From an optimization exercise on the open Yosys and OpenROAD flow, aimed at small area; shortcuts taken in it are not production practice. Where RTL was checked, it was by simulation tests only, not by an equivalence proof against the original. Function not checked in run 1: the RTL went through the layout flow alone. Power figures rest on the tool's default switching activity, not on a simulated workload.

==> flow/design.v (outline; a module is shown in full before it is edited, if it fits) <==
// module cplx_mac: 1284 lines
// module acc_res: 76 lines
// module dft_bin_acc: 76 lines
module dft_bin_acc
#(
    parameter int N      = 256,
    parameter int PH_LAT = 6,
    parameter int ACC_W  = dft_pkg::ACC_W_DEF
) (
    input  logic                     CK,
    input  logic                     RST,
    input  logic                     START,
    input  logic signed [dft_pkg::PH_W-1:0]   cos0,
    input  logic signed [dft_pkg::PH_W-1:0]   sin0,
    input  logic signed [dft_pkg::PH_W-1:0]   cos1,
    input  logic signed [dft_pkg::PH_W-1:0]   sin1,
    output logic [dft_pkg::ADDR_W-1:0]        smp_addr,
    input  logic signed [dft_pkg::SMP_W-1:0]  smp_data,
    output logic signed [ACC_W-1:0]  re0,
    output logic signed [ACC_W-1:0]  im0,
    output logic signed [ACC_W-1:0]  re1,
    output logic signed [ACC_W-1:0]  im1,
    output logic                     busy,
    output logic                     done
);
  // ...
==> flow/flow/run.sh <==
#!/bin/bash
# Standard layout, with an area-oriented synthesis: the standard flow's synthesis script
# with Yosys synth's generic "abc -fast" skipped (so the hand-built adder
# cells survive to extract_fa) and the final ABC mapping done with
# flow/abc_area.script instead of ORFS's delay-oriented script. Ports get
# the smallest buffer cell.
set -euo pipefail
W=$(pwd)
{
  echo 'proc synth {args} { if {[lsearch $args fine:] >= 0} { yosys synth -nofsm -noshare -noabc {*}$args } else { yosys synth -nofsm -noshare {*}$args } }'
  echo "proc abc {args} { set i [lsearch \$args -script]; if {\$i >= 0} { lset args [expr {\$i + 1}] $W/flow/abc_area.script }; yosys abc {*}\$args }"
  tail -n +2 synth_recipe.tcl
} > my_synth.tcl
sed "s#SYNTH_SCRIPT=[^ ]*#SYNTH_SCRIPT=$W/my_synth.tcl#" standard.sh > my_standard.sh
export BUFFER_PORTS_ARGS="-buffer_cell sky130_fd_sc_hd__buf_1"
bash my_standard.sh > flow.log 2>&1
==> flow/flow/abc_area.script <==
&get -n
&st
&dch
&nf -a
&put
topo
==> flow/standard.sh <==
#!/bin/bash
# synth_recipe.tcl (not shown) runs the flow's synth.tcl, then flattens the netlist and writes it again
# the make line also repeats each setting of config.mk as NAME=value (left out here)
make -C /OpenROAD-flow-scripts/flow DESIGN_CONFIG=/design/flow/config.mk WORK_HOME=/design/flow/orfs CLKGATE_MAP_FILE= SYNTH_SCRIPT=/design/flow/synth_recipe.tcl "${@:-finish}"
==> flow/config.mk <==
export PLATFORM = sky130hd
export DESIGN_NAME = dft_bin_acc
export DESIGN_NICKNAME = dft_bin_acc
export VERILOG_FILES = /design/flow/design.v
export SDC_FILE = /design/flow/constraint.sdc
export NUM_CORES = 4
export LEC_CHECK = 0
export CAP_MARGIN = 20
export CORE_MARGIN = 2
export CORE_UTILIZATION = 40
export GPL_TIMING_DRIVEN = 0
export SLEW_MARGIN = 20
==> flow/constraint.sdc <==
create_clock -name core_clock -period 11.0 [get_ports {CK}]
set_input_delay 2.2000 -clock core_clock [delete_from_list [all_inputs] [get_ports {CK}]]
set_output_delay 2.2000 -clock core_clock [all_outputs]
set_load 0.01 [all_outputs]
==> run_results.csv, run 1 <==
group,metric,value,unit
clocking,cts_sinks,196,
die,row_cnt,110,
grt,gr-total-overflow,0,
yosys,synth.area.mux_share,0,%
critical_path,worst-path-max-fanout,6,
place,post-place-ws,-1910,ps
detailed_routing,vias,30000,
final_layout,nNonClkBuffers,678,
status,status,"complete, no violations",
yosys,synth_xor_xnor_area_share,16.6,%
timing,finalHoldViolCount,0,
yosys,yosysTopAreaCell,"sky130_fd_sc_hd__fa_1",
detailed_routing,post-route-drc-count,0,
final_layout,multi_input_comb_area,31800,um^2
critical_path,cpLargestDelayFamily,"adder cells",
critical_path,critPathKind,"input pin to flop",
detailed_routing,wl_met1,52.7,mm
grt,grt_first_pass_wirelength,196,mm
critical_path,crit_buf_inv,2,
clocking,tritoncts_clock_tree,"built",
detailed_routing,antenna_violating_nets_post_route,0,
critical_path,timing.critical_path.mode_cell,"sky130_fd_sc_hd__ha_1",
die,num_io_pins,296,
pwr,clock_power_share,5.5,%
pwr,power.share.sequential,12.7,%
==> module acc_res, before the edit <==
module acc_res (
    input  logic [43:0] r,
    input  logic [1:0] pc,
    output logic [47:0] y
);
    logic [44:21] k;
    assign k[21] = 1'b0;
    assign y[0] = r[0];
    assign y[1] = r[1];
    assign y[2] = r[2];
    assign y[3] = r[3];
    assign y[4] = r[4];
    assign y[5] = r[5];
    assign y[6] = r[6];
    assign y[7] = r[7];
    assign y[8] = r[8];
    assign y[9] = r[9];
    assign y[10] = r[10];
    assign y[11] = r[11];
    assign y[12] = r[12];
    assign y[13] = r[13];
    assign y[14] = r[14];
    assign y[15] = r[15];
    assign y[16] = r[16];
    assign y[17] = r[17];
    assign y[18] = r[18];
    assign y[19] = r[19];
    assign y[20] = r[20];
    assign y[21] = r[21] ^ pc[0];
    assign k[22] = r[21] & pc[0];
    assign y[22] = r[22] ^ k[22];
    assign k[23] = r[22] & k[22];
    assign y[23] = r[23] ^ k[23] ^ pc[1];
    assign k[24] = (r[23] & k[23]) | (r[23] & pc[1]) | (k[23] & pc[1]);
    assign y[24] = r[24] ^ k[24];
    assign k[25] = r[24] & k[24];
    assign y[25] = r[25] ^ k[25];
    assign k[26] = r[25] & k[25];
    assign y[26] = r[26] ^ k[26];
    assign k[27] = r[26] & k[26];
    assign y[27] = r[27] ^ k[27];
    assign k[28] = r[27] & k[27];
    assign y[28] = r[28] ^ k[28];
    assign k[29] = r[28] & k[28];
    assign y[29] = r[29] ^ k[29];
    assign k[30] = r[29] & k[29];
    assign y[30] = r[30] ^ k[30];
    assign k[31] = r[30] & k[30];
    assign y[31] = r[31] ^ k[31];
    assign k[32] = r[31] & k[31];
    assign y[32] = r[32] ^ k[32];
    assign k[33] = r[32] & k[32];
    assign y[33] = r[33] ^ k[33];
    assign k[34] = r[33] & k[33];
    assign y[34] = r[34] ^ k[34];
    assign k[35] = r[34] & k[34];
    assign y[35] = r[35] ^ k[35];
    assign k[36] = r[35] & k[35];
    assign y[36] = r[36] ^ k[36];
    assign k[37] = r[36] & k[36];
    assign y[37] = r[37] ^ k[37];
    assign k[38] = r[37] & k[37];
    assign y[38] = r[38] ^ k[38];
    assign k[39] = r[38] & k[38];
    assign y[39] = r[39] ^ k[39];
    assign k[40] = r[39] & k[39];
    assign y[40] = r[40] ^ k[40];
    assign k[41] = r[40] & k[40];
    assign y[41] = r[41] ^ k[41];
    assign k[42] = r[41] & k[41];
    assign y[42] = r[42] ^ k[42];
    assign k[43] = r[42] & k[42];
    assign y[43] = r[43] ^ k[43];
    assign k[44] = r[43] & k[43];
    assign y[47:44] = {4{y[43]}};
endmodule
==> run 2, diff against run 1 <==
--- a/flow/design.v
+++ b/flow/design.v
@@ -1,27 +1,27 @@
 package dft_pkg;
     localparam int SMP_W     = 18;
     localparam int PH_W      = 18;
     localparam int ADDR_W    = 9;
     localparam int ACC_W_DEF = 48;
     localparam int AW        = 44;      
-    localparam int NC        = 2;       
+    localparam int NC        = 3;       
     localparam int RADIX     = 4;       
 endpackage
 module cplx_mac
 #(
     parameter bit NEG = 1'b0
 ) (
     input  logic [17:0] x,
     input  logic [17:0] c,
     input  logic [43:0] fb,
-    input  logic [1:0] pc_in,
+    input  logic [2:0] pc_in,
     output logic [43:0] acc_nxt,
-    output logic [1:0] pc_out
+    output logic [2:0] pc_out
 );
     logic pp0_0;
     logic pp0_1;
     logic pp0_2;
     logic pp0_3;
     logic pp0_4;
     logic pp0_5;
     logic pp0_6;
@@ -564,64 +564,70 @@
     logic fs187;
     logic fc187;
     logic fs188;
     logic fc188;
     logic hs1;
     logic hc1;
     logic hs2;
     logic hc2;
-    logic fs189;
-    logic fc189;
     logic hs3;
     logic hc3;
-    logic fs190;
-    logic fc190;
+    logic fs189;
+    logic fc189;
     logic hs4;
     logic hc4;
-    logic fs191;
-    logic fc191;
+    logic fs190;
+    logic fc190;
     logic hs5;
     logic hc5;
-    logic fs192;
-    logic fc192;
+    logic fs191;
+    logic fc191;
     logic hs6;
     logic hc6;
-    logic fs193;
-    logic fc193;
+    logic fs192;
+    logic fc192;
     logic hs7;
     logic hc7;
-    logic fs194;
-    logic fc194;
+    logic fs193;
+    logic fc193;
     logic hs8;
     logic hc8;
-    logic fs195;
-    logic fc195;
+    logic fs194;
+    logic fc194;
     logic hs9;
     logic hc9;
-    logic fs196;
-    logic fc196;
+    logic fs195;
+    logic fc195;
     logic hs10;
     logic hc10;
+    logic fs196;
+    logic fc196;
     logic hs11;
     logic hc11;
+    logic fs197;
+    logic fc197;
     logic hs12;
     logic hc12;
     logic hs13;
     logic hc13;
     logic hs14;
     logic hc14;
     logic hs15;
     logic hc15;
     logic hs16;
     logic hc16;
     logic hs17;
     logic hc17;
     logic hs18;
     logic hc18;
+    logic hs19;
+    logic hc19;
+    logic hs20;
+    logic hc20;
     logic [8:0] one, two, neg;
     assign one[0] = c[0] ^ 1'b0;
     assign two[0] = (c[1] & ~c[0] & ~1'b0) | (~c[1] & c[0] & 1'b0);
     assign neg[0] = c[1] ^ NEG;
     assign pp0_0 = ((one[0] & x[0])) ^ neg[0];
     assign pp0_1 = ((one[0] & x[1]) | (two[0] & x[0])) ^ neg[0];
     assign pp0_2 = ((one[0] & x[2]) | (two[0] & x[1])) ^ neg[0];
     assign pp0_3 = ((one[0] & x[3]) | (two[0] & x[2])) ^ neg[0];
@@ -847,20 +853,20 @@
     assign fs15 = fc10 ^ fs13 ^ fs14;
     assign fc15 = (fc10 & fs13) | (fc10 & fs14) | (fs13 & fs14);
     assign fs16 = fc11 ^ fs15 ^ fc12;
     assign fc16 = (fc11 & fs15) | (fc11 & fc12) | (fs15 & fc12);
     assign fs17 = fb[7] ^ pp0_7 ^ pp1_5;
     assign fc17 = (fb[7] & pp0_7) | (fb[7] & pp1_5) | (pp0_7 & pp1_5);
     assign fs18 = pp2_3 ^ pp3_1 ^ fc13;
     assign fc18 = (pp2_3 & pp3_1) | (pp2_3 & fc13) | (pp3_1 & fc13);
-    assign fs19 = fc14 ^ fs17 ^ fc15;
-    assign fc19 = (fc14 & fs17) | (fc14 & fc15) | (fs17 & fc15);
-    assign fs20 = fs18 ^ fs19 ^ fc16;
-    assign fc20 = (fs18 & fs19) | (fs18 & fc16) | (fs19 & fc16);
+    assign fs19 = fc14 ^ fs17 ^ fs18;
+    assign fc19 = (fc14 & fs17) | (fc14 & fs18) | (fs17 & fs18);
+    assign fs20 = fc15 ^ fs19 ^ fc16;
+    assign fc20 = (fc15 & fs19) | (fc15 & fc16) | (fs19 & fc16);
     assign fs21 = fb[8] ^ neg[4] ^ pp0_8;
     assign fc21 = (fb[8] & neg[4]) | (fb[8] & pp0_8) | (neg[4] & pp0_8);
     assign fs22 = pp1_6 ^ pp2_4 ^ pp3_2;
     assign fc22 = (pp1_6 & pp2_4) | (pp1_6 & pp3_2) | (pp2_4 & pp3_2);
     assign fs23 = pp4_0 ^ fc17 ^ fs21;
     assign fc23 = (pp4_0 & fc17) | (pp4_0 & fs21) | (fc17 & fs21);
     assign fs24 = fs22 ^ fc18 ^ fs23;
     assign fc24 = (fs22 & fc18) | (fs22 & fs23) | (fc18 & fs23);
@@ -879,30 +885,30 @@
     assign fs31 = fb[10] ^ neg[5] ^ pp0_10;
     assign fc31 = (fb[10] & neg[5]) | (fb[10] & pp0_10) | (neg[5] & pp0_10);
     assign fs32 = pp1_8 ^ pp2_6 ^ pp3_4;
     assign fc32 = (pp1_8 & pp2_6) | (pp1_8 & pp3_4) | (pp2_6 & pp3_4);
     assign fs33 = pp4_2 ^ pp5_0 ^ fc26;
     assign fc33 = (pp4_2 & pp5_0) | (pp4_2 & fc26) | (pp5_0 & fc26);
     assign fs34 = fc27 ^ fs31 ^ fs32;
     assign fc34 = (fc27 & fs31) | (fc27 & fs32) | (fs31 & fs32);
-    assign fs35 = fc28 ^ fs33 ^ fs34;
-    assign fc35 = (fc28 & fs33) | (fc28 & fs34) | (fs33 & fs34);
+    assign fs35 = fs33 ^ fc28 ^ fs34;
+    assign fc35 = (fs33 & fc28) | (fs33 & fs34) | (fc28 & fs34);
     assign fs36 = fc29 ^ fs35 ^ fc30;
     assign fc36 = (fc29 & fs35) | (fc29 & fc30) | (fs35 & fc30);
     assign fs37 = fb[11] ^ pp0_11 ^ pp1_9;
     assign fc37 = (fb[11] & pp0_11) | (fb[11] & pp1_9) | (pp0_11 & pp1_9);
     assign fs38 = pp2_7 ^ pp3_5 ^ pp4_3;
     assign fc38 = (pp2_7 & pp3_5) | (pp2_7 & pp4_3) | (pp3_5 & pp4_3);
     assign fs39 = pp5_1 ^ fc31 ^ fc32;
     assign fc39 = (pp5_1 & fc31) | (pp5_1 & fc32) | (fc31 & fc32);
     assign fs40 = fs37 ^ fs38 ^ fc33;
     assign fc40 = (fs37 & fs38) | (fs37 & fc33) | (fs38 & fc33);
-    assign fs41 = fc34 ^ fs39 ^ fs40;
-    assign fc41 = (fc34 & fs39) | (fc34 & fs40) | (fs39 & fs40);
+    assign fs41 = fs39 ^ fc34 ^ fs40;
+    assign fc41 = (fs39 & fc34) | (fs39 & fs40) | (fc34 & fs40);
     assign fs42 = fc35 ^ fs41 ^ fc36;
     assign fc42 = (fc35 & fs41) | (fc35 & fc36) | (fs41 & fc36);
     assign fs43 = fb[12] ^ neg[6] ^ pp0_12;
     assign fc43 = (fb[12] & neg[6]) | (fb[12] & pp0_12) | (neg[6] & pp0_12);
     assign fs44 = pp1_10 ^ pp2_8 ^ pp3_6;
     assign fc44 = (pp1_10 & pp2_8) | (pp1_10 & pp3_6) | (pp2_8 & pp3_6);
     assign fs45 = pp4_4 ^ pp5_2 ^ pp6_0;
     assign fc45 = (pp4_4 & pp5_2) | (pp4_4 & pp6_0) | (pp5_2 & pp6_0);
@@ -917,266 +923,266 @@
     assign fs50 = fb[13] ^ pp0_13 ^ pp1_11;
     assign fc50 = (fb[13] & pp0_13) | (fb[13] & pp1_11) | (pp0_13 & pp1_11);
     assign fs51 = pp2_9 ^ pp3_7 ^ pp4_5;
     assign fc51 = (pp2_9 & pp3_7) | (pp2_9 & pp4_5) | (pp3_7 & pp4_5);
     assign fs52 = pp5_3 ^ pp6_1 ^ fc43;
     assign fc52 = (pp5_3 & pp6_1) | (pp5_3 & fc43) | (pp6_1 & fc43);
     assign fs53 = fc44 ^ fc45 ^ fs50;
     assign fc53 = (fc44 & fc45) | (fc44 & fs50) | (fc45 & fs50);
-    assign fs54 = fs51 ^ fc46 ^ fs52;
-    assign fc54 = (fs51 & fc46) | (fs51 & fs52) | (fc46 & fs52);
+    assign fs54 = fs51 ^ fs52 ^ fc46;
+    assign fc54 = (fs51 & fs52) | (fs51 & fc46) | (fs52 & fc46);
     assign fs55 = fs53 ^ fc47 ^ fs54;
     assign fc55 = (fs53 & fc47) | (fs53 & fs54) | (fc47 & fs54);
     assign fs56 = fc48 ^ fs55 ^ fc49;
     assign fc56 = (fc48 & fs55) | (fc48 & fc49) | (fs55 & fc49);
     assign fs57 = fb[14] ^ neg[7] ^ pp0_14;
     assign fc57 = (fb[14] & neg[7]) | (fb[14] & pp0_14) | (neg[7] & pp0_14);
     assign fs58 = pp1_12 ^ pp2_10 ^ pp3_8;
     assign fc58 = (pp1_12 & pp2_10) | (pp1_12 & pp3_8) | (pp2_10 & pp3_8);
     assign fs59 = pp4_6 ^ pp5_4 ^ pp6_2;
     assign fc59 = (pp4_6 & pp5_4) | (pp4_6 & pp6_2) | (pp5_4 & pp6_2);
     assign fs60 = pp7_0 ^ fc50 ^ fc51;
     assign fc60 = (pp7_0 & fc50) | (pp7_0 & fc51) | (fc50 & fc51);
     assign fs61 = fs57 ^ fs58 ^ fs59;
     assign fc61 = (fs57 & fs58) | (fs57 & fs59) | (fs58 & fs59);
-    assign fs62 = fc52 ^ fc53 ^ fs60;
-    assign fc62 = (fc52 & fc53) | (fc52 & fs60) | (fc53 & fs60);
+    assign fs62 = fc52 ^ fs60 ^ fc53;
+    assign fc62 = (fc52 & fs60) | (fc52 & fc53) | (fs60 & fc53);
     assign fs63 = fs61 ^ fc54 ^ fs62;
     assign fc63 = (fs61 & fc54) | (fs61 & fs62) | (fc54 & fs62);
     assign fs64 = fc55 ^ fs63 ^ fc56;
     assign fc64 = (fc55 & fs63) | (fc55 & fc56) | (fs63 & fc56);
-    assign fs65 = fb[15] ^ pp0_15 ^ pp1_13;
-    assign fc65 = (fb[15] & pp0_15) | (fb[15] & pp1_13) | (pp0_15 & pp1_13);
-    assign fs66 = pp2_11 ^ pp3_9 ^ pp4_7;
-    assign fc66 = (pp2_11 & pp3_9) | (pp2_11 & pp4_7) | (pp3_9 & pp4_7);
-    assign fs67 = pp5_5 ^ pp6_3 ^ pp7_1;
-    assign fc67 = (pp5_5 & pp6_3) | (pp5_5 & pp7_1) | (pp6_3 & pp7_1);
-    assign fs68 = fc57 ^ fc58 ^ fc59;
-    assign fc68 = (fc57 & fc58) | (fc57 & fc59) | (fc58 & fc59);
-    assign fs69 = fs65 ^ fs66 ^ fs67;
-    assign fc69 = (fs65 & fs66) | (fs65 & fs67) | (fs66 & fs67);
-    assign fs70 = fc60 ^ fc61 ^ fs68;
-    assign fc70 = (fc60 & fc61) | (fc60 & fs68) | (fc61 & fs68);
-    assign fs71 = fs69 ^ fc62 ^ fs70;
-    assign fc71 = (fs69 & fc62) | (fs69 & fs70) | (fc62 & fs70);
-    assign fs72 = fc63 ^ fs71 ^ fc64;
-    assign fc72 = (fc63 & fs71) | (fc63 & fc64) | (fs71 & fc64);
-    assign fs73 = fb[16] ^ neg[8] ^ pp0_16;
-    assign fc73 = (fb[16] & neg[8]) | (fb[16] & pp0_16) | (neg[8] & pp0_16);
-    assign fs74 = pp1_14 ^ pp2_12 ^ pp3_10;
-    assign fc74 = (pp1_14 & pp2_12) | (pp1_14 & pp3_10) | (pp2_12 & pp3_10);
-    assign fs75 = pp4_8 ^ pp5_6 ^ pp6_4;
-    assign fc75 = (pp4_8 & pp5_6) | (pp4_8 & pp6_4) | (pp5_6 & pp6_4);
-    assign fs76 = pp7_2 ^ pp8_0 ^ fc65;
-    assign fc76 = (pp7_2 & pp8_0) | (pp7_2 & fc65) | (pp8_0 & fc65);
-    assign fs77 = fc66 ^ fc67 ^ fs73;
-    assign fc77 = (fc66 & fc67) | (fc66 & fs73) | (fc67 & fs73);
-    assign fs78 = fs74 ^ fs75 ^ fc68;
-    assign fc78 = (fs74 & fs75) | (fs74 & fc68) | (fs75 & fc68);
-    assign fs79 = fc69 ^ fs76 ^ fs77;
-    assign fc79 = (fc69 & fs76) | (fc69 & fs77) | (fs76 & fs77);
-    assign fs80 = fc70 ^ fs78 ^ fs79;
-    assign fc80 = (fc70 & fs78) | (fc70 & fs79) | (fs78 & fs79);
-    assign fs81 = fc71 ^ fs80 ^ fc72;
-    assign fc81 = (fc71 & fs80) | (fc71 & fc72) | (fs80 & fc72);
-    assign fs82 = fb[17] ^ pp0_17 ^ pp1_15;
-    assign fc82 = (fb[17] & pp0_17) | (fb[17] & pp1_15) | (pp0_17 & pp1_15);
-    assign fs83 = pp2_13 ^ pp3_11 ^ pp4_9;
-    assign fc83 = (pp2_13 & pp3_11) | (pp2_13 & pp4_9) | (pp3_11 & pp4_9);
-    assign fs84 = pp5_7 ^ pp6_5 ^ pp7_3;
-    assign fc84 = (pp5_7 & pp6_5) | (pp5_7 & pp7_3) | (pp6_5 & pp7_3);
-    assign fs85 = pp8_1 ^ fc73 ^ fc74;
-    assign fc85 = (pp8_1 & fc73) | (pp8_1 & fc74) | (fc73 & fc74);
-    assign fs86 = fc75 ^ fs82 ^ fs83;
-    assign fc86 = (fc75 & fs82) | (fc75 & fs83) | (fs82 & fs83);
-    assign fs87 = fs84 ^ fc76 ^ fc77;
-    assign fc87 = (fs84 & fc76) | (fs84 & fc77) | (fc76 & fc77);
-    assign fs88 = fs85 ^ fs86 ^ fc78;
-    assign fc88 = (fs85 & fs86) | (fs85 & fc78) | (fs86 & fc78);
+    assign fs65 = fb[15] ^ pc_in[0] ^ pp0_15;
+    assign fc65 = (fb[15] & pc_in[0]) | (fb[15] & pp0_15) | (pc_in[0] & pp0_15);
+    assign fs66 = pp1_13 ^ pp2_11 ^ pp3_9;
+    assign fc66 = (pp1_13 & pp2_11) | (pp1_13 & pp3_9) | (pp2_11 & pp3_9);
+    assign fs67 = pp4_7 ^ pp5_5 ^ pp6_3;
+    assign fc67 = (pp4_7 & pp5_5) | (pp4_7 & pp6_3) | (pp5_5 & pp6_3);
+    assign fs68 = pp7_1 ^ fc57 ^ fc58;
+    assign fc68 = (pp7_1 & fc57) | (pp7_1 & fc58) | (fc57 & fc58);
+    assign fs69 = fc59 ^ fs65 ^ fs66;
+    assign fc69 = (fc59 & fs65) | (fc59 & fs66) | (fs65 & fs66);
+    assign fs70 = fs67 ^ fc60 ^ fs68;
+    assign fc70 = (fs67 & fc60) | (fs67 & fs68) | (fc60 & fs68);
+    assign fs71 = fc61 ^ fs69 ^ fc62;
+    assign fc71 = (fc61 & fs69) | (fc61 & fc62) | (fs69 & fc62);
+    assign fs72 = fs70 ^ fc63 ^ fs71;
+    assign fc72 = (fs70 & fc63) | (fs70 & fs71) | (fc63 & fs71);
+    assign fs73 = fb[16] ^ pc_in[1] ^ neg[8];
+    assign fc73 = (fb[16] & pc_in[1]) | (fb[16] & neg[8]) | (pc_in[1] & neg[8]);
+    assign fs74 = fs73 ^ pp0_16 ^ pp1_14;
+    assign fc74 = (fs73 & pp0_16) | (fs73 & pp1_14) | (pp0_16 & pp1_14);
+    assign fs75 = pp2_12 ^ pp3_10 ^ pp4_8;
+    assign fc75 = (pp2_12 & pp3_10) | (pp2_12 & pp4_8) | (pp3_10 & pp4_8);
+    assign fs76 = pp5_6 ^ pp6_4 ^ pp7_2;
+    assign fc76 = (pp5_6 & pp6_4) | (pp5_6 & pp7_2) | (pp6_4 & pp7_2);
+    assign fs77 = pp8_0 ^ fc65 ^ fc66;
+    assign fc77 = (pp8_0 & fc65) | (pp8_0 & fc66) | (fc65 & fc66);
+    assign fs78 = fc67 ^ fs74 ^ fs75;
+    assign fc78 = (fc67 & fs74) | (fc67 & fs75) | (fs74 & fs75);
+    assign fs79 = fs76 ^ fc68 ^ fs77;
+    assign fc79 = (fs76 & fc68) | (fs76 & fs77) | (fc68 & fs77);
+    assign fs80 = fc69 ^ fs78 ^ fc70;
+    assign fc80 = (fc69 & fs78) | (fc69 & fc70) | (fs78 & fc70);
+    assign fs81 = fs79 ^ fc71 ^ fs80;
+    assign fc81 = (fs79 & fc71) | (fs79 & fs80) | (fc71 & fs80);
+    assign fs82 = fb[17] ^ fc73 ^ pp0_17;
+    assign fc82 = (fb[17] & fc73) | (fb[17] & pp0_17) | (fc73 & pp0_17);
+    assign fs83 = pp1_15 ^ pp2_13 ^ pp3_11;
+    assign fc83 = (pp1_15 & pp2_13) | (pp1_15 & pp3_11) | (pp2_13 & pp3_11);
+    assign fs84 = pp4_9 ^ pp5_7 ^ pp6_5;
+    assign fc84 = (pp4_9 & pp5_7) | (pp4_9 & pp6_5) | (pp5_7 & pp6_5);
+    assign fs85 = pp7_3 ^ pp8_1 ^ fc74;
+    assign fc85 = (pp7_3 & pp8_1) | (pp7_3 & fc74) | (pp8_1 & fc74);
+    assign fs86 = fc75 ^ fc76 ^ fs82;
+    assign fc86 = (fc75 & fc76) | (fc75 & fs82) | (fc76 & fs82);
+    assign fs87 = fs83 ^ fs84 ^ fc77;
+    assign fc87 = (fs83 & fs84) | (fs83 & fc77) | (fs84 & fc77);
+    assign fs88 = fs85 ^ fc78 ^ fs86;
+    assign fc88 = (fs85 & fc78) | (fs85 & fs86) | (fc78 & fs86);
     assign fs89 = fc79 ^ fs87 ^ fs88;
     assign fc89 = (fc79 & fs87) | (fc79 & fs88) | (fs87 & fs88);
     assign fs90 = fc80 ^ fs89 ^ fc81;
     assign fc90 = (fc80 & fs89) | (fc80 & fc81) | (fs89 & fc81);
     assign fs91 = ~(fb[18] ^ pp0_18);
     assign fc91 = fb[18] | pp0_18;
     assign fs92 = pp1_16 ^ pp2_14 ^ pp3_12;
     assign fc92 = (pp1_16 & pp2_14) | (pp1_16 & pp3_12) | (pp2_14 & pp3_12);
     assign fs93 = pp4_10 ^ pp5_8 ^ pp6_6;
     assign fc93 = (pp4_10 & pp5_8) | (pp4_10 & pp6_6) | (pp5_8 & pp6_6);
-    assign fs94 = pp7_4 ^ pp8_2 ^ fc82;
-    assign fc94 = (pp7_4 & pp8_2) | (pp7_4 & fc82) | (pp8_2 & fc82);
-    assign fs95 = fc83 ^ fc84 ^ fs91;
-    assign fc95 = (fc83 & fc84) | (fc83 & fs91) | (fc84 & fs91);
-    assign fs96 = fs92 ^ fs93 ^ fc85;
-    assign fc96 = (fs92 & fs93) | (fs92 & fc85) | (fs93 & fc85);
-    assign fs97 = fc86 ^ fs94 ^ fs95;
-    assign fc97 = (fc86 & fs94) | (fc86 & fs95) | (fs94 & fs95);
-    assign fs98 = fc87 ^ fs96 ^ fs97;
-    assign fc98 = (fc87 & fs96) | (fc87 & fs97) | (fs96 & fs97);
-    assign fs99 = fc88 ^ fs98 ^ fc89;
-    assign fc99 = (fc88 & fs98) | (fc88 & fc89) | (fs98 & fc89);
+    assign fs94 = pp7_4 ^ pp8_2 ^ fs91;
+    assign fc94 = (pp7_4 & pp8_2) | (pp7_4 & fs91) | (pp8_2 & fs91);
+    assign fs95 = fc82 ^ fc83 ^ fc84;
+    assign fc95 = (fc82 & fc83) | (fc82 & fc84) | (fc83 & fc84);
+    assign fs96 = fs92 ^ fs93 ^ fs94;
+    assign fc96 = (fs92 & fs93) | (fs92 & fs94) | (fs93 & fs94);
+    assign fs97 = fc85 ^ fs95 ^ fc86;
+    assign fc97 = (fc85 & fs95) | (fc85 & fc86) | (fs95 & fc86);
+    assign fs98 = fs96 ^ fc87 ^ fc88;
+    assign fc98 = (fs96 & fc87) | (fs96 & fc88) | (fc87 & fc88);
+    assign fs99 = fs97 ^ fc89 ^ fs98;
+    assign fc99 = (fs97 & fc89) | (fs97 & fs98) | (fc89 & fs98);
     assign fs100 = ~(fb[19] ^ pp1_17);
     assign fc100 = fb[19] | pp1_17;
     assign fs101 = pp2_15 ^ pp3_13 ^ pp4_11;
     assign fc101 = (pp2_15 & pp3_13) | (pp2_15 & pp4_11) | (pp3_13 & pp4_11);
     assign fs102 = pp5_9 ^ pp6_7 ^ pp7_5;
     assign fc102 = (pp5_9 & pp6_7) | (pp5_9 & pp7_5) | (pp6_7 & pp7_5);
-    assign fs103 = pp8_3 ^ fc91 ^ fc92;
-    assign fc103 = (pp8_3 & fc91) | (pp8_3 & fc92) | (fc91 & fc92);
-    assign fs104 = fc93 ^ fs100 ^ fs101;
-    assign fc104 = (fc93 & fs100) | (fc93 & fs101) | (fs100 & fs101);
-    assign fs105 = fs102 ^ fc94 ^ fc95;
-    assign fc105 = (fs102 & fc94) | (fs102 & fc95) | (fc94 & fc95);
-    assign fs106 = fs103 ^ fs104 ^ fc96;
-    assign fc106 = (fs103 & fs104) | (fs103 & fc96) | (fs104 & fc96);
-    assign fs107 = fc97 ^ fs105 ^ fs106;
-    assign fc107 = (fc97 & fs105) | (fc97 & fs106) | (fs105 & fs106);
+    assign fs103 = pp8_3 ^ fc91 ^ fs100;
+    assign fc103 = (pp8_3 & fc91) | (pp8_3 & fs100) | (fc91 & fs100);
+    assign fs104 = fc92 ^ fc93 ^ fs101;
+    assign fc104 = (fc92 & fc93) | (fc92 & fs101) | (fc93 & fs101);
+    assign fs105 = fs102 ^ fc94 ^ fs103;
+    assign fc105 = (fs102 & fc94) | (fs102 & fs103) | (fc94 & fs103);
+    assign fs106 = fc95 ^ fs104 ^ fc96;
+    assign fc106 = (fc95 & fs104) | (fc95 & fc96) | (fs104 & fc96);
+    assign fs107 = fs105 ^ fc97 ^ fs106;
+    assign fc107 = (fs105 & fc97) | (fs105 & fs106) | (fc97 & fs106);
     assign fs108 = fc98 ^ fs107 ^ fc99;
     assign fc108 = (fc98 & fs107) | (fc98 & fc99) | (fs107 & fc99);
     assign fs109 = fb[20] ^ pp1_18 ^ pp2_16;
     assign fc109 = (fb[20] & pp1_18) | (fb[20] & pp2_16) | (pp1_18 & pp2_16);
     assign fs110 = pp3_14 ^ pp4_12 ^ pp5_10;
     assign fc110 = (pp3_14 & pp4_12) | (pp3_14 & pp5_10) | (pp4_12 & pp5_10);
     assign fs111 = pp6_8 ^ pp7_6 ^ pp8_4;
     assign fc111 = (pp6_8 & pp7_6) | (pp6_8 & pp8_4) | (pp7_6 & pp8_4);
     assign fs112 = fc100 ^ fc101 ^ fc102;
     assign fc112 = (fc100 & fc101) | (fc100 & fc102) | (fc101 & fc102);
     assign fs113 = fs109 ^ fs110 ^ fs111;
     assign fc113 = (fs109 & fs110) | (fs109 & fs111) | (fs110 & fs111);
-    assign fs114 = fc103 ^ fc104 ^ fs112;
-    assign fc114 = (fc103 & fc104) | (fc103 & fs112) | (fc104 & fs112);
+    assign fs114 = fc103 ^ fs112 ^ fc104;
+    assign fc114 = (fc103 & fs112) | (fc103 & fc104) | (fs112 & fc104);
     assign fs115 = fs113 ^ fc105 ^ fs114;
     assign fc115 = (fs113 & fc105) | (fs113 & fs114) | (fc105 & fs114);
     assign fs116 = fc106 ^ fs115 ^ fc107;
     assign fc116 = (fc106 & fs115) | (fc106 & fc107) | (fs115 & fc107);
-    assign fs117 = ~(fb[21] ^ pc_in[0]);
-    assign fc117 = fb[21] | pc_in[0];
-    assign fs118 = fs117 ^ pp2_17 ^ pp3_15;
-    assign fc118 = (fs117 & pp2_17) | (fs117 & pp3_15) | (pp2_17 & pp3_15);
-    assign fs119 = pp4_13 ^ pp5_11 ^ pp6_9;
-    assign fc119 = (pp4_13 & pp5_11) | (pp4_13 & pp6_9) | (pp5_11 & pp6_9);
-    assign fs120 = pp7_7 ^ pp8_5 ^ fc109;
-    assign fc120 = (pp7_7 & pp8_5) | (pp7_7 & fc109) | (pp8_5 & fc109);
-    assign fs121 = fc110 ^ fc111 ^ fs118;
-    assign fc121 = (fc110 & fc111) | (fc110 & fs118) | (fc111 & fs118);
-    assign fs122 = fs119 ^ fc112 ^ fc113;
-    assign fc122 = (fs119 & fc112) | (fs119 & fc113) | (fc112 & fc113);
-    assign fs123 = fs120 ^ fs121 ^ fc114;
-    assign fc123 = (fs120 & fs121) | (fs120 & fc114) | (fs121 & fc114);
-    assign fs124 = fs122 ^ fc115 ^ fs123;
-    assign fc124 = (fs122 & fc115) | (fs122 & fs123) | (fc115 & fs123);
-    assign fs125 = fb[22] ^ fc117 ^ pp2_18;
-    assign fc125 = (fb[22] & fc117) | (fb[22] & pp2_18) | (fc117 & pp2_18);
-    assign fs126 = pp3_16 ^ pp4_14 ^ pp5_12;
-    assign fc126 = (pp3_16 & pp4_14) | (pp3_16 & pp5_12) | (pp4_14 & pp5_12);
-    assign fs127 = pp6_10 ^ pp7_8 ^ pp8_6;
-    assign fc127 = (pp6_10 & pp7_8) | (pp6_10 & pp8_6) | (pp7_8 & pp8_6);
+    assign fs117 = ~(fb[21] ^ pp2_17);
+    assign fc117 = fb[21] | pp2_17;
+    assign fs118 = pp3_15 ^ pp4_13 ^ pp5_11;
+    assign fc118 = (pp3_15 & pp4_13) | (pp3_15 & pp5_11) | (pp4_13 & pp5_11);
+    assign fs119 = pp6_9 ^ pp7_7 ^ pp8_5;
+    assign fc119 = (pp6_9 & pp7_7) | (pp6_9 & pp8_5) | (pp7_7 & pp8_5);
+    assign fs120 = fs117 ^ fc109 ^ fc110;
+    assign fc120 = (fs117 & fc109) | (fs117 & fc110) | (fc109 & fc110);
+    assign fs121 = fc111 ^ fs118 ^ fs119;
+    assign fc121 = (fc111 & fs118) | (fc111 & fs119) | (fs118 & fs119);
+    assign fs122 = fc112 ^ fs120 ^ fc113;
+    assign fc122 = (fc112 & fs120) | (fc112 & fc113) | (fs120 & fc113);
+    assign fs123 = fs121 ^ fc114 ^ fs122;
+    assign fc123 = (fs121 & fc114) | (fs121 & fs122) | (fc114 & fs122);
+    assign fs124 = fc115 ^ fs123 ^ fc116;
+    assign fc124 = (fc115 & fs123) | (fc115 & fc116) | (fs123 & fc116);
+    assign fs125 = fb[22] ^ pp2_18 ^ pp3_16;
+    assign fc125 = (fb[22] & pp2_18) | (fb[22] & pp3_16) | (pp2_18 & pp3_16);
+    assign fs126 = pp4_14 ^ pp5_12 ^ pp6_10;
+    assign fc126 = (pp4_14 & pp5_12) | (pp4_14 & pp6_10) | (pp5_12 & pp6_10);
+    assign fs127 = pp7_8 ^ pp8_6 ^ fc117;
+    assign fc127 = (pp7_8 & pp8_6) | (pp7_8 & fc117) | (pp8_6 & fc117);
     assign fs128 = fc118 ^ fc119 ^ fs125;
     assign fc128 = (fc118 & fc119) | (fc118 & fs125) | (fc119 & fs125);
     assign fs129 = fs126 ^ fs127 ^ fc120;
     assign fc129 = (fs126 & fs127) | (fs126 & fc120) | (fs127 & fc120);
     assign fs130 = fc121 ^ fs128 ^ fc122;
     assign fc130 = (fc121 & fs128) | (fc121 & fc122) | (fs128 & fc122);
     assign fs131 = fs129 ^ fc123 ^ fs130;
     assign fc131 = (fs129 & fc123) | (fs129 & fs130) | (fc123 & fs130);
-    assign fs132 = ~(fb[23] ^ pc_in[1]);
-    assign fc132 = fb[23] | pc_in[1];
-    assign fs133 = fs132 ^ pp3_17 ^ pp4_15;
-    assign fc133 = (fs132 & pp3_17) | (fs132 & pp4_15) | (pp3_17 & pp4_15);
-    assign fs134 = pp5_13 ^ pp6_11 ^ pp7_9;
-    assign fc134 = (pp5_13 & pp6_11) | (pp5_13 & pp7_9) | (pp6_11 & pp7_9);
-    assign fs135 = pp8_7 ^ fc125 ^ fc126;
-    assign fc135 = (pp8_7 & fc125) | (pp8_7 & fc126) | (fc125 & fc126);
-    assign fs136 = fc127 ^ fs133 ^ fs134;
-    assign fc136 = (fc127 & fs133) | (fc127 & fs134) | (fs133 & fs134);
-    assign fs137 = fc128 ^ fs135 ^ fs136;
-    assign fc137 = (fc128 & fs135) | (fc128 & fs136) | (fs135 & fs136);
-    assign fs138 = fc129 ^ fs137 ^ fc130;
-    assign fc138 = (fc129 & fs137) | (fc129 & fc130) | (fs137 & fc130);
-    assign fs139 = fb[24] ^ fc132 ^ pp3_18;
-    assign fc139 = (fb[24] & fc132) | (fb[24] & pp3_18) | (fc132 & pp3_18);
-    assign fs140 = pp4_16 ^ pp5_14 ^ pp6_12;
-    assign fc140 = (pp4_16 & pp5_14) | (pp4_16 & pp6_12) | (pp5_14 & pp6_12);
-    assign fs141 = pp7_10 ^ pp8_8 ^ fc133;
-    assign fc141 = (pp7_10 & pp8_8) | (pp7_10 & fc133) | (pp8_8 & fc133);
-    assign fs142 = fc134 ^ fs139 ^ fs140;
-    assign fc142 = (fc134 & fs139) | (fc134 & fs140) | (fs139 & fs140);
-    assign fs143 = fc135 ^ fc136 ^ fs141;
-    assign fc143 = (fc135 & fc136) | (fc135 & fs141) | (fc136 & fs141);
-    assign fs144 = fs142 ^ fc137 ^ fs143;
-    assign fc144 = (fs142 & fc137) | (fs142 & fs143) | (fc137 & fs143);
+    assign fs132 = ~(fb[23] ^ pp3_17);
+    assign fc132 = fb[23] | pp3_17;
+    assign fs133 = pp4_15 ^ pp5_13 ^ pp6_11;
+    assign fc133 = (pp4_15 & pp5_13) | (pp4_15 & pp6_11) | (pp5_13 & pp6_11);
+    assign fs134 = pp7_9 ^ pp8_7 ^ fs132;
+    assign fc134 = (pp7_9 & pp8_7) | (pp7_9 & fs132) | (pp8_7 & fs132);
+    assign fs135 = fc125 ^ fc126 ^ fs133;
+    assign fc135 = (fc125 & fc126) | (fc125 & fs133) | (fc126 & fs133);
+    assign fs136 = fc127 ^ fs134 ^ fc128;
+    assign fc136 = (fc127 & fs134) | (fc127 & fc128) | (fs134 & fc128);
+    assign fs137 = fs135 ^ fc129 ^ fs136;
+    assign fc137 = (fs135 & fc129) | (fs135 & fs136) | (fc129 & fs136);
+    assign fs138 = fc130 ^ fs137 ^ fc131;
+    assign fc138 = (fc130 & fs137) | (fc130 & fc131) | (fs137 & fc131);
+    assign fs139 = fb[24] ^ pp3_18 ^ pp4_16;
+    assign fc139 = (fb[24] & pp3_18) | (fb[24] & pp4_16) | (pp3_18 & pp4_16);
+    assign fs140 = pp5_14 ^ pp6_12 ^ pp7_10;
+    assign fc140 = (pp5_14 & pp6_12) | (pp5_14 & pp7_10) | (pp6_12 & pp7_10);
+    assign fs141 = pp8_8 ^ fc132 ^ fc133;
+    assign fc141 = (pp8_8 & fc132) | (pp8_8 & fc133) | (fc132 & fc133);
+    assign fs142 = fs139 ^ fs140 ^ fc134;
+    assign fc142 = (fs139 & fs140) | (fs139 & fc134) | (fs140 & fc134);
+    assign fs143 = fs141 ^ fc135 ^ fs142;
+    assign fc143 = (fs141 & fc135) | (fs141 & fs142) | (fc135 & fs142);
+    assign fs144 = fc136 ^ fs143 ^ fc137;
+    assign fc144 = (fc136 & fs143) | (fc136 & fc137) | (fs143 & fc137);
     assign fs145 = ~(fb[25] ^ pp4_17);
     assign fc145 = fb[25] | pp4_17;
     assign fs146 = pp5_15 ^ pp6_13 ^ pp7_11;
     assign fc146 = (pp5_15 & pp6_13) | (pp5_15 & pp7_11) | (pp6_13 & pp7_11);
-    assign fs147 = pp8_9 ^ fc139 ^ fc140;
-    assign fc147 = (pp8_9 & fc139) | (pp8_9 & fc140) | (fc139 & fc140);
-    assign fs148 = fs145 ^ fs146 ^ fc141;
-    assign fc148 = (fs145 & fs146) | (fs145 & fc141) | (fs146 & fc141);
-    assign fs149 = fc142 ^ fs147 ^ fc143;
-    assign fc149 = (fc142 & fs147) | (fc142 & fc143) | (fs147 & fc143);
-    assign fs150 = fs148 ^ fc144 ^ fs149;
-    assign fc150 = (fs148 & fc144) | (fs148 & fs149) | (fc144 & fs149);
+    assign fs147 = pp8_9 ^ fs145 ^ fc139;
+    assign fc147 = (pp8_9 & fs145) | (pp8_9 & fc139) | (fs145 & fc139);
+    assign fs148 = fc140 ^ fs146 ^ fc141;
+    assign fc148 = (fc140 & fs146) | (fc140 & fc141) | (fs146 & fc141);
+    assign fs149 = fs147 ^ fc142 ^ fs148;
+    assign fc149 = (fs147 & fc142) | (fs147 & fs148) | (fc142 & fs148);
+    assign fs150 = fc143 ^ fs149 ^ fc144;
+    assign fc150 = (fc143 & fs149) | (fc143 & fc144) | (fs149 & fc144);
     assign fs151 = fb[26] ^ pp4_18 ^ pp5_16;
     assign fc151 = (fb[26] & pp4_18) | (fb[26] & pp5_16) | (pp4_18 & pp5_16);
     assign fs152 = pp6_14 ^ pp7_12 ^ pp8_10;
     assign fc152 = (pp6_14 & pp7_12) | (pp6_14 & pp8_10) | (pp7_12 & pp8_10);
     assign fs153 = fc145 ^ fc146 ^ fs151;
     assign fc153 = (fc145 & fc146) | (fc145 & fs151) | (fc146 & fs151);
     assign fs154 = fs152 ^ fc147 ^ fs153;
     assign fc154 = (fs152 & fc147) | (fs152 & fs153) | (fc147 & fs153);
     assign fs155 = fc148 ^ fs154 ^ fc149;
     assign fc155 = (fc148 & fs154) | (fc148 & fc149) | (fs154 & fc149);
-    assign fs156 = ~(fb[27] ^ pp5_17);
-    assign fc156 = fb[27] | pp5_17;
-    assign fs157 = pp6_15 ^ pp7_13 ^ pp8_11;
-    assign fc157 = (pp6_15 & pp7_13) | (pp6_15 & pp8_11) | (pp7_13 & pp8_11);
-    assign fs158 = fc151 ^ fc152 ^ fs156;
-    assign fc158 = (fc151 & fc152) | (fc151 & fs156) | (fc152 & fs156);
-    assign fs159 = fs157 ^ fc153 ^ fs158;
-    assign fc159 = (fs157 & fc153) | (fs157 & fs158) | (fc153 & fs158);
-    assign fs160 = fc154 ^ fs159 ^ fc155;
-    assign fc160 = (fc154 & fs159) | (fc154 & fc155) | (fs159 & fc155);
-    assign fs161 = fb[28] ^ pp5_18 ^ pp6_16;
-    assign fc161 = (fb[28] & pp5_18) | (fb[28] & pp6_16) | (pp5_18 & pp6_16);
-    assign fs162 = pp7_14 ^ pp8_12 ^ fc156;
-    assign fc162 = (pp7_14 & pp8_12) | (pp7_14 & fc156) | (pp8_12 & fc156);
-    assign fs163 = fc157 ^ fs161 ^ fc158;
-    assign fc163 = (fc157 & fs161) | (fc157 & fc158) | (fs161 & fc158);
-    assign fs164 = fs162 ^ fc159 ^ fs163;
-    assign fc164 = (fs162 & fc159) | (fs162 & fs163) | (fc159 & fs163);
+    assign fs156 = ~(fb[27] ^ pc_in[2]);
+    assign fc156 = fb[27] | pc_in[2];
+    assign fs157 = fs156 ^ pp5_17 ^ pp6_15;
+    assign fc157 = (fs156 & pp5_17) | (fs156 & pp6_15) | (pp5_17 & pp6_15);
+    assign fs158 = pp7_13 ^ pp8_11 ^ fc151;
+    assign fc158 = (pp7_13 & pp8_11) | (pp7_13 & fc151) | (pp8_11 & fc151);
+    assign fs159 = fc152 ^ fs157 ^ fs158;
+    assign fc159 = (fc152 & fs157) | (fc152 & fs158) | (fs157 & fs158);
+    assign fs160 = fc153 ^ fs159 ^ fc154;
+    assign fc160 = (fc153 & fs159) | (fc153 & fc154) | (fs159 & fc154);
+    assign fs161 = fb[28] ^ fc156 ^ pp5_18;
+    assign fc161 = (fb[28] & fc156) | (fb[28] & pp5_18) | (fc156 & pp5_18);
+    assign fs162 = pp6_16 ^ pp7_14 ^ pp8_12;
+    assign fc162 = (pp6_16 & pp7_14) | (pp6_16 & pp8_12) | (pp7_14 & pp8_12);
+    assign fs163 = fc157 ^ fs161 ^ fs162;
+    assign fc163 = (fc157 & fs161) | (fc157 & fs162) | (fs161 & fs162);
+    assign fs164 = fc158 ^ fs163 ^ fc159;
+    assign fc164 = (fc158 & fs163) | (fc158 & fc159) | (fs163 & fc159);
     assign fs165 = ~(fb[29] ^ pp6_17);
     assign fc165 = fb[29] | pp6_17;
-    assign fs166 = pp7_15 ^ pp8_13 ^ fc161;
-    assign fc166 = (pp7_15 & pp8_13) | (pp7_15 & fc161) | (pp8_13 & fc161);
-    assign fs167 = fs165 ^ fc162 ^ fs166;
-    assign fc167 = (fs165 & fc162) | (fs165 & fs166) | (fc162 & fs166);
+    assign fs166 = pp7_15 ^ pp8_13 ^ fs165;
+    assign fc166 = (pp7_15 & pp8_13) | (pp7_15 & fs165) | (pp8_13 & fs165);
+    assign fs167 = fc161 ^ fc162 ^ fs166;
+    assign fc167 = (fc161 & fc162) | (fc161 & fs166) | (fc162 & fs166);
     assign fs168 = fc163 ^ fs167 ^ fc164;
     assign fc168 = (fc163 & fs167) | (fc163 & fc164) | (fs167 & fc164);
     assign fs169 = fb[30] ^ pp6_18 ^ pp7_16;
     assign fc169 = (fb[30] & pp6_18) | (fb[30] & pp7_16) | (pp6_18 & pp7_16);
     assign fs170 = pp8_14 ^ fc165 ^ fs169;
     assign fc170 = (pp8_14 & fc165) | (pp8_14 & fs169) | (fc165 & fs169);
     assign fs171 = fc166 ^ fs170 ^ fc167;
     assign fc171 = (fc166 & fs170) | (fc166 & fc167) | (fs170 & fc167);
     assign fs172 = ~(fb[31] ^ pp7_17);
     assign fc172 = fb[31] | pp7_17;
-    assign fs173 = pp8_15 ^ fc169 ^ fs172;
-    assign fc173 = (pp8_15 & fc169) | (pp8_15 & fs172) | (fc169 & fs172);
-    assign fs174 = fc170 ^ fs173 ^ fc171;
-    assign fc174 = (fc170 & fs173) | (fc170 & fc171) | (fs173 & fc171);
+    assign fs173 = pp8_15 ^ fs172 ^ fc169;
+    assign fc173 = (pp8_15 & fs172) | (pp8_15 & fc169) | (fs172 & fc169);
+    assign fs174 = fs173 ^ fc170 ^ fc171;
+    assign fc174 = (fs173 & fc170) | (fs173 & fc171) | (fc170 & fc171);
     assign fs175 = fb[32] ^ pp7_18 ^ pp8_16;
     assign fc175 = (fb[32] & pp7_18) | (fb[32] & pp8_16) | (pp7_18 & pp8_16);
     assign fs176 = fc172 ^ fs175 ^ fc173;
     assign fc176 = (fc172 & fs175) | (fc172 & fc173) | (fs175 & fc173);
     assign fs177 = ~(fb[33] ^ pp8_17);
     assign fc177 = fb[33] | pp8_17;
-    assign fs178 = fc175 ^ fs177 ^ fc176;
-    assign fc178 = (fc175 & fs177) | (fc175 & fc176) | (fs177 & fc176);
+    assign fs178 = fs177 ^ fc175 ^ fc176;
+    assign fc178 = (fs177 & fc175) | (fs177 & fc176) | (fc175 & fc176);
     assign fs179 = fb[34] ^ pp8_18 ^ fc177;
     assign fc179 = (fb[34] & pp8_18) | (fb[34] & fc177) | (pp8_18 & fc177);
     assign fs180 = ~(fb[35] ^ fc179);
     assign fc180 = fb[35] | fc179;
     assign fs181 = ~(fb[36] ^ fc180);
     assign fc181 = fb[36] | fc180;
     assign fs182 = ~(fb[37] ^ fc181);
     assign fc182 = fb[37] | fc181;
@@ -1187,157 +1193,170 @@
     assign fs185 = ~(fb[40] ^ fc184);
     assign fc185 = fb[40] | fc184;
     assign fs186 = ~(fb[41] ^ fc185);
     assign fc186 = fb[41] | fc185;
     assign fs187 = ~(fb[42] ^ fc186);
     assign fc187 = fb[42] | fc186;
     assign fs188 = ~(fb[43] ^ fc187);
     assign fc188 = fb[43] | fc187;
-    assign hs1 = fs99 ^ fc90;
-    assign hc1 = fs99 & fc90;
-    assign hs2 = fs108 ^ hc1;
-    assign hc2 = fs108 & hc1;
-    assign fs189 = fs116 ^ fc108 ^ hc2;
-    assign fc189 = (fs116 & fc108) | (fs116 & hc2) | (fc108 & hc2);
-    assign hs3 = fs124 ^ fc116;
-    assign hc3 = fs124 & fc116;
-    assign fs190 = fc124 ^ fs131 ^ hc3;
-    assign fc190 = (fc124 & fs131) | (fc124 & hc3) | (fs131 & hc3);
-    assign hs4 = fc131 ^ fs138;
-    assign hc4 = fc131 & fs138;
-    assign fs191 = fs144 ^ fc138 ^ hc4;
-    assign fc191 = (fs144 & fc138) | (fs144 & hc4) | (fc138 & hc4);
-    assign hs5 = fs150 ^ fc191;
-    assign hc5 = fs150 & fc191;
-    assign fs192 = fc150 ^ fs155 ^ hc5;
-    assign fc192 = (fc150 & fs155) | (fc150 & hc5) | (fs155 & hc5);
-    assign hs6 = fs160 ^ fc192;
-    assign hc6 = fs160 & fc192;
-    assign fs193 = fs164 ^ fc160 ^ hc6;
-    assign fc193 = (fs164 & fc160) | (fs164 & hc6) | (fc160 & hc6);
-    assign hs7 = fs168 ^ fc193;
-    assign hc7 = fs168 & fc193;
-    assign fs194 = fs171 ^ fc168 ^ hc7;
-    assign fc194 = (fs171 & fc168) | (fs171 & hc7) | (fc168 & hc7);
-    assign hs8 = fs174 ^ fc194;
-    assign hc8 = fs174 & fc194;
-    assign fs195 = fs176 ^ fc174 ^ hc8;
-    assign fc195 = (fs176 & fc174) | (fs176 & hc8) | (fc174 & hc8);
-    assign hs9 = fs178 ^ fc195;
-    assign hc9 = fs178 & fc195;
-    assign fs196 = fs179 ^ fc178 ^ hc9;
-    assign fc196 = (fs179 & fc178) | (fs179 & hc9) | (fc178 & hc9);
-    assign hs10 = fs180 ^ fc196;
-    assign hc10 = fs180 & fc196;
-    assign hs11 = fs181 ^ hc10;
-    assign hc11 = fs181 & hc10;
-    assign hs12 = fs182 ^ hc11;
-    assign hc12 = fs182 & hc11;
-    assign hs13 = fs183 ^ hc12;
-    assign hc13 = fs183 & hc12;
-    assign hs14 = fs184 ^ hc13;
-    assign hc14 = fs184 & hc13;
-    assign hs15 = fs185 ^ hc14;
-    assign hc15 = fs185 & hc14;
-    assign hs16 = fs186 ^ hc15;
-    assign hc16 = fs186 & hc15;
-    assign hs17 = fs187 ^ hc16;
-    assign hc17 = fs187 & hc16;
-    assign hs18 = fs188 ^ hc17;
-    assign hc18 = fs188 & hc17;
+    assign hs1 = fs72 ^ fc64;
+    assign hc1 = fs72 & fc64;
+    assign hs2 = fc72 ^ fs81;
+    assign hc2 = fc72 & fs81;
+    assign hs3 = hc2 ^ fs90;
+    assign hc3 = hc2 & fs90;
+    assign fs189 = fs99 ^ fc90 ^ hc3;
+    assign fc189 = (fs99 & fc90) | (fs99 & hc3) | (fc90 & hc3);
+    assign hs4 = fs108 ^ fc189;
+    assign hc4 = fs108 & fc189;
+    assign fs190 = fs116 ^ fc108 ^ hc4;
+    assign fc190 = (fs116 & fc108) | (fs116 & hc4) | (fc108 & hc4);
+    assign hs5 = fs124 ^ fc190;
+    assign hc5 = fs124 & fc190;
+    assign fs191 = fs131 ^ fc124 ^ hc5;
+    assign fc191 = (fs131 & fc124) | (fs131 & hc5) | (fc124 & hc5);
+    assign hs6 = fs138 ^ fc191;
+    assign hc6 = fs138 & fc191;
+    assign fs192 = fs144 ^ fc138 ^ hc6;
+    assign fc192 = (fs144 & fc138) | (fs144 & hc6) | (fc138 & hc6);
+    assign hs7 = fs150 ^ fc192;
+    assign hc7 = fs150 & fc192;
+    assign fs193 = fs155 ^ fc150 ^ hc7;
+    assign fc193 = (fs155 & fc150) | (fs155 & hc7) | (fc150 & hc7);
+    assign hs8 = fs160 ^ fc155;
+    assign hc8 = fs160 & fc155;
+    assign fs194 = fs164 ^ fc160 ^ hc8;
+    assign fc194 = (fs164 & fc160) | (fs164 & hc8) | (fc160 & hc8);
+    assign hs9 = fs168 ^ fc194;
+    assign hc9 = fs168 & fc194;
+    assign fs195 = fs171 ^ fc168 ^ hc9;
+    assign fc195 = (fs171 & fc168) | (fs171 & hc9) | (fc168 & hc9);
+    assign hs10 = fs174 ^ fc195;
+    assign hc10 = fs174 & fc195;
+    assign fs196 = fs176 ^ fc174 ^ hc10;
+    assign fc196 = (fs176 & fc174) | (fs176 & hc10) | (fc174 & hc10);
+    assign hs11 = fs178 ^ fc196;
+    assign hc11 = fs178 & fc196;
+    assign fs197 = fs179 ^ fc178 ^ hc11;
+    assign fc197 = (fs179 & fc178) | (fs179 & hc11) | (fc178 & hc11);
+    assign hs12 = fs180 ^ fc197;
+    assign hc12 = fs180 & fc197;
+    assign hs13 = fs181 ^ hc12;
+    assign hc13 = fs181 & hc12;
+    assign hs14 = fs182 ^ hc13;
+    assign hc14 = fs182 & hc13;
+    assign hs15 = fs183 ^ hc14;
+    assign hc15 = fs183 & hc14;
+    assign hs16 = fs184 ^ hc15;
+    assign hc16 = fs184 & hc15;
+    assign hs17 = fs185 ^ hc16;
+    assign hc17 = fs185 & hc16;
+    assign hs18 = fs186 ^ hc17;
+    assign hc18 = fs186 & hc17;
+    assign hs19 = fs187 ^ hc18;
+    assign hc19 = fs187 & hc18;
+    assign hs20 = fs188 ^ hc19;
+    assign hc20 = fs188 & hc19;
     assign acc_nxt[0] = fs1;
     assign acc_nxt[1] = fs2;
     assign acc_nxt[2] = fs4;
     assign acc_nxt[3] = fs6;
     assign acc_nxt[4] = fs9;
     assign acc_nxt[5] = fs12;
     assign acc_nxt[6] = fs16;
     assign acc_nxt[7] = fs20;
     assign acc_nxt[8] = fs25;
     assign acc_nxt[9] = fs30;
     assign acc_nxt[10] = fs36;
     assign acc_nxt[11] = fs42;
     assign acc_nxt[12] = fs49;
     assign acc_nxt[13] = fs56;
     assign acc_nxt[14] = fs64;
-    assign acc_nxt[15] = fs72;
-    assign acc_nxt[16] = fs81;
-    assign acc_nxt[17] = fs90;
-    assign acc_nxt[18] = hs1;
-    assign acc_nxt[19] = hs2;
-    assign acc_nxt[20] = fs189;
-    assign acc_nxt[21] = hs3;
-    assign acc_nxt[22] = fs190;
-    assign acc_nxt[23] = hs4;
-    assign acc_nxt[24] = fs191;
-    assign acc_nxt[25] = hs5;
-    assign acc_nxt[26] = fs192;
-    assign acc_nxt[27] = hs6;
-    assign acc_nxt[28] = fs193;
-    assign acc_nxt[29] = hs7;
-    assign acc_nxt[30] = fs194;
-    assign acc_nxt[31] = hs8;
-    assign acc_nxt[32] = fs195;
-    assign acc_nxt[33] = hs9;
-    assign acc_nxt[34] = fs196;
-    assign acc_nxt[35] = hs10;
-    assign acc_nxt[36] = hs11;
-    assign acc_nxt[37] = hs12;
-    assign acc_nxt[38] = hs13;
-    assign acc_nxt[39] = hs14;
-    assign acc_nxt[40] = hs15;
-    assign acc_nxt[41] = hs16;
-    assign acc_nxt[42] = hs17;
-    assign acc_nxt[43] = hs18;
-    assign pc_out[0] = fc189;
-    assign pc_out[1] = fc190;
+    assign acc_nxt[15] = hs1;
+    assign acc_nxt[16] = hs2;
+    assign acc_nxt[17] = hs3;
+    assign acc_nxt[18] = fs189;
+    assign acc_nxt[19] = hs4;
+    assign acc_nxt[20] = fs190;
+    assign acc_nxt[21] = hs5;
+    assign acc_nxt[22] = fs191;
+    assign acc_nxt[23] = hs6;
+    assign acc_nxt[24] = fs192;
+    assign acc_nxt[25] = hs7;
+    assign acc_nxt[26] = fs193;
+    assign acc_nxt[27] = hs8;
+    assign acc_nxt[28] = fs194;
+    assign acc_nxt[29] = hs9;
+    assign acc_nxt[30] = fs195;
+    assign acc_nxt[31] = hs10;
+    assign acc_nxt[32] = fs196;
+    assign acc_nxt[33] = hs11;
+    assign acc_nxt[34] = fs197;
+    assign acc_nxt[35] = hs12;
+    assign acc_nxt[36] = hs13;
+    assign acc_nxt[37] = hs14;
+    assign acc_nxt[38] = hs15;
+    assign acc_nxt[39] = hs16;
+    assign acc_nxt[40] = hs17;
+    assign acc_nxt[41] = hs18;
+    assign acc_nxt[42] = hs19;
+    assign acc_nxt[43] = hs20;
+    assign pc_out[0] = 1'b0;
+    assign pc_out[1] = hc1;
+    assign pc_out[2] = fc193;
 endmodule
 module acc_res (
     input  logic [43:0] r,
-    input  logic [1:0] pc,
+    input  logic [2:0] pc,
     output logic [47:0] y
 );
-    logic [44:21] k;
-    assign k[21] = 1'b0;
+    logic [44:15] k;
+    assign k[15] = 1'b0;
     assign y[0] = r[0];
     assign y[1] = r[1];
     assign y[2] = r[2];
     assign y[3] = r[3];
     assign y[4] = r[4];
     assign y[5] = r[5];
     assign y[6] = r[6];
     assign y[7] = r[7];
     assign y[8] = r[8];
     assign y[9] = r[9];
     assign y[10] = r[10];
     assign y[11] = r[11];
     assign y[12] = r[12];
     assign y[13] = r[13];
     assign y[14] = r[14];
-    assign y[15] = r[15];
-    assign y[16] = r[16];
-    assign y[17] = r[17];
-    assign y[18] = r[18];
-    assign y[19] = r[19];
-    assign y[20] = r[20];
-    assign y[21] = r[21] ^ pc[0];
-    assign k[22] = r[21] & pc[0];
+    assign y[15] = r[15] ^ pc[0];
+    assign k[16] = r[15] & pc[0];
+    assign y[16] = r[16] ^ k[16] ^ pc[1];
+    assign k[17] = (r[16] & k[16]) | (r[16] & pc[1]) | (k[16] & pc[1]);
+    assign y[17] = r[17] ^ k[17];
+    assign k[18] = r[17] & k[17];
+    assign y[18] = r[18] ^ k[18];
+    assign k[19] = r[18] & k[18];
+    assign y[19] = r[19] ^ k[19];
+    assign k[20] = r[19] & k[19];
+    assign y[20] = r[20] ^ k[20];
+    assign k[21] = r[20] & k[20];
+    assign y[21] = r[21] ^ k[21];
+    assign k[22] = r[21] & k[21];
     assign y[22] = r[22] ^ k[22];
     assign k[23] = r[22] & k[22];
-    assign y[23] = r[23] ^ k[23] ^ pc[1];
-    assign k[24] = (r[23] & k[23]) | (r[23] & pc[1]) | (k[23] & pc[1]);
+    assign y[23] = r[23] ^ k[23];
+    assign k[24] = r[23] & k[23];
     assign y[24] = r[24] ^ k[24];
     assign k[25] = r[24] & k[24];
     assign y[25] = r[25] ^ k[25];
     assign k[26] = r[25] & k[25];
     assign y[26] = r[26] ^ k[26];
     assign k[27] = r[26] & k[26];
-    assign y[27] = r[27] ^ k[27];
-    assign k[28] = r[27] & k[27];
+    assign y[27] = r[27] ^ k[27] ^ pc[2];
+    assign k[28] = (r[27] & k[27]) | (r[27] & pc[2]) | (k[27] & pc[2]);
     assign y[28] = r[28] ^ k[28];
     assign k[29] = r[28] & k[28];
     assign y[29] = r[29] ^ k[29];
     assign k[30] = r[29] & k[29];
     assign y[30] = r[30] ^ k[30];
     assign k[31] = r[30] & k[30];
     assign y[31] = r[31] ^ k[31];
     assign k[32] = r[31] & k[31];
==> run 2 against run 1 <==
Design area decreased by 7.9%. Register-to-register slack improved by 1500 ps. Final cell count decreased by 5.2%. Critical endpoint unchanged.
==> run_results.csv, run 2 <==
group,metric,value,unit
status,status,"complete, no violations",
clocking,cts_max_path_buffers,2,
grt,grt_max_degree,63,
timing,fin_crit_sh,96.3,%
timing,rsz0062_at_grt,"false",
place,dpl.hpwl,83.5,mm
timing,slew_viol_final,0,
grt,grt_first_pass_wirelength,182,mm
die,die_span_in_x,306,um
yosys,yosysTopAreaCell,"sky130_fd_sc_hd__fa_1",
clocking,clkTransAtPathRegs,90,ps
timing,finClkSkew,22.6,ps
clocking,cts_sinks,196,
worst_hold_path,min_delay_path_depth,1,
yosys,synth_area_per_cell,11.1,um^2
final_layout,flow.area_growth_from_synthesis,14.1,%
clocking,cts_buffers,17,
critical_path,timing.critical_path.mode_cell,"sky130_fd_sc_hd__ha_1",
final_layout,drive_gt1_share,7.75,%
yosys,synth-edff-count,0,
yosys,synth_most_common_cell,"sky130_fd_sc_hd__fa_1",
detailed_routing,post-route-drc-count,0,
die,num_io_pins,296,
yosys,largest_cells_by_area_after_synthesis,"sky130_fd_sc_hd__fa_1 (39%), sky130_fd_sc_hd__dfrtp_1 (13%), sky130_fd_sc_hd__o22ai_1 (9.3%)",
timing,worst-slew-pin-transition,955,ps
detailed_routing,post_drt_via_cell_ratio,5.72,
yosys,synth_top_cell_area_share,39.4,%
place,placed_cell_area,40900,um^2
detailed_routing,drt_first_iter_violations,2271,
final_layout,postLayoutCellArea,41500,um^2
yosys,yosys-top-cells-count,"sky130_fd_sc_hd__fa_1 (716), sky130_fd_sc_hd__o22ai_1 (544), sky130_fd_sc_hd__xnor2_1 (359), sky130_fd_sc_hd__xor2_1 (332), sky130_fd_sc_hd__ha_1 (258)",
die,row_cnt,110,
critical_path,worstSetupStartpoint,"sin0[11]",
yosys,syn_inst,3283,
run,timing.max_cap.violations,0,
die,die-area,93500,um^2
clocking,cts_root_buf,"sky130_fd_sc_hd__clkbuf_16",
critical_path,worst-path-max-fanout,18,
clocking,cts_resized,0,
timing,final.hold.worst_slack,492,ps
yosys,synth_sequential_area_ratio,13.3,%
yosys,yosysUniqueCellTypes,26,
detailed_routing,routed_wirelength,116,mm
timing,finalWorstPathRequiredPeriod,10590,ps
critical_path,rr_endpoint,"a_im1[43]",
worst_hold_path,holdCritPathClass,"flop to flop",
yosys,synth.net_count,4350,
pwr,vdd.ir_drop.worst,214,uV
critical_path,ff2ff_setup_slack,2070,ps
clocking,clock_latency,540,ps
yosys,synth_flop_cell,"sky130_fd_sc_hd__dfrtp_1",
pwr,total_leakage_power,16.5,nW
critical_path,r2r.worst_path.cells,27,
critical_path,worst_setup_path_endpoint,"a_im0[43]",
critical_path,critPathLaunchType,"input pin",
place,place.port_buffers,295,
clocking,cts_setup_buffers,0,
grt,grt_pass1_vias,30000,
critical_path,critical_path.endpoint_type,"flop",
critical_path,largest_stage_delay_on_the_critical_path,680,ps
die,die_h,306,um
yosys,yosys_warning_total,1,
clocking,tritoncts_clock_tree,"built",
grt,initial_antenna_violation_count,13,
critical_path,worstReg2RegStart,"en",
pwr,cellPowerDensity,333,nW/um^2
detailed_routing,drt_pre_antenna_iters,5,
die,start_util,40.4,%
clocking,cts.hold.buffers_added,0,
final_layout,design.final.nets,4746,
critical_path,cp.required,11420,ps
place,place.gp.congestion,0.845,
critical_path,critPathKind,"input pin to flop",
yosys,async_set_or_reset_register_ratio_after_synthesis,95.4,%
timing,setup_viol,0,
timing,achievable-frequency,0.0944,GHz
grt,gr-total-overflow,0,
critical_path,critical_path.slowest_cell,"sky130_fd_sc_hd__nand2_1",
final_layout,most_common_library_cell_in_the_layout_ignoring_fill_and_taps,"sky130_fd_sc_hd__fa_1",
timing,finalHoldViolCount,0,
final_layout,commonest_cells_after_routing_fill_and_taps_aside,"sky130_fd_sc_hd__fa_1 (716), sky130_fd_sc_hd__o22ai_1 (544), sky130_fd_sc_hd__xor2_1 (332)",
die,core_region_area,90100,um^2
detailed_routing,antenna_violating_nets_post_route,0,
clocking,cts-htree-levels,4,
grt,globalRouteTotalUtil,25.4,%
yosys,ys_seq_elements,196,
timing,slew_headroom,36.2,%
critical_path,critPathArrivalTime,11010,ps
detailed_routing,detail_route.wl_per_cell,23.8,um
detailed_routing,vias,27900,
yosys,syn_area,36400,um^2
[run 2: cell types whose count changed after synthesis, sizes merged, moves of 3 or more]
cell    previous run  this run
clkinv           260       224
buf              100        80
a21oi             51        54
nand2            119       114
o21ai             79        73
xor2             329       332
ha               226       258
[run 2: logic make-up (layout without fill, tap and decap cells)]
group,Yosys count,in the layout,synth area share [%]
flops,196,196,13.3
fa+ha+maj,974,974,48.2
xor+xnor,691,691,16.6
buf+inv,304,713,3.96
simple gates,384,384,5.45
other cells,0,1,0
compound gates,734,734,12.4
[run 2: cell type report]
cell class                 count  area, um^2
buffer                        80         601
clock buffer                  18         429
multi-input combinational   2783       30500
inverter                     224         846
tap                         1176        1470
clock inverter                14         164
antenna                        1        2.50
fill                        8397       48600
sequential                   196        4870
timing repair buffer         377        2670
[run 2: worst min-delay path by stage]
stage               startpoint     end  slack (ps)
floorplan               cnt[0]  cnt[0]         480
global placement        cnt[0]  cnt[0]         460
detailed placement      cnt[0]  cnt[0]         470
CTS                     cnt[0]  cnt[0]         500
global route            cnt[0]  cnt[0]         530
finish                  cnt[0]  cnt[0]         490
[run 2: critical path: cells and delay by family]
family	cells	cell delay (ps)
compound gates	1	340
xor+xnor	4	950
fa+ha+maj	21	6350
buf+inv	2	440
simple gates	1	680
[run 2: metrics by stage]
step / power, mW / setup TNS, ps / setup WS [ps] / instances / util, %
global placement: 12.9 / -113970 / -2710 / 4754 / 43.2
global route: 15.9 / 0 / 88.4 / 4868 / 46.1
finish: 13.8 / 0 / 406 / 4869 / 46.1
floorplan: 9.85 / 0 / 479 / 3283 / -
detailed placement: 13.3 / -624 / -194 / 4836 / 45.4
CTS: 14.1 / 0 / 406 / 4868 / 46.1
[run 2: where the power goes]
part	switching (mW)	total [mW]	internal [mW]
sequential	0.250	1.74	1.49
clock	0.395	0.700	0.305
combinational	6.10	11.4	5.27
total	6.75	13.8	7.07
[run 2: routing by layer]
metal	global-route usage, %	wire [um]	vias up
met2	39.8	54000	1212
met3	5.05	8770	180
li1	-	-	12100
met5	0	145	-
met4	7.13	2720	24
met1	35.9	50200	14400

[afterwards: timing with drivers on the ports]
In the flow no input, the clock included, has a driving cell. The finished layouts below were timed again as built, in two steps. Step 1, drivers: a clkbuf_16 drives CK and a buf_2 each remaining input, both assumed. Step 2, shift: input delay + t, output delay - t, t = (earliest + latest rising clock arrival at the registers) / 2. This alone moves slack from input paths to output paths. Three values: ideal ports, drivers, drivers and shift; two values: the first two.
| run | shift t [ns] | slack for setup (ns) |
|---|---|---|
| run 1 | 0.607 | 0.233 / 0.246 / -0.361 |
| run 2 | 0.589 | 0.406 / 0.432 / -0.157 |
Met with ideal ports but missed after step 2: setup timing in run 1 and run 2.
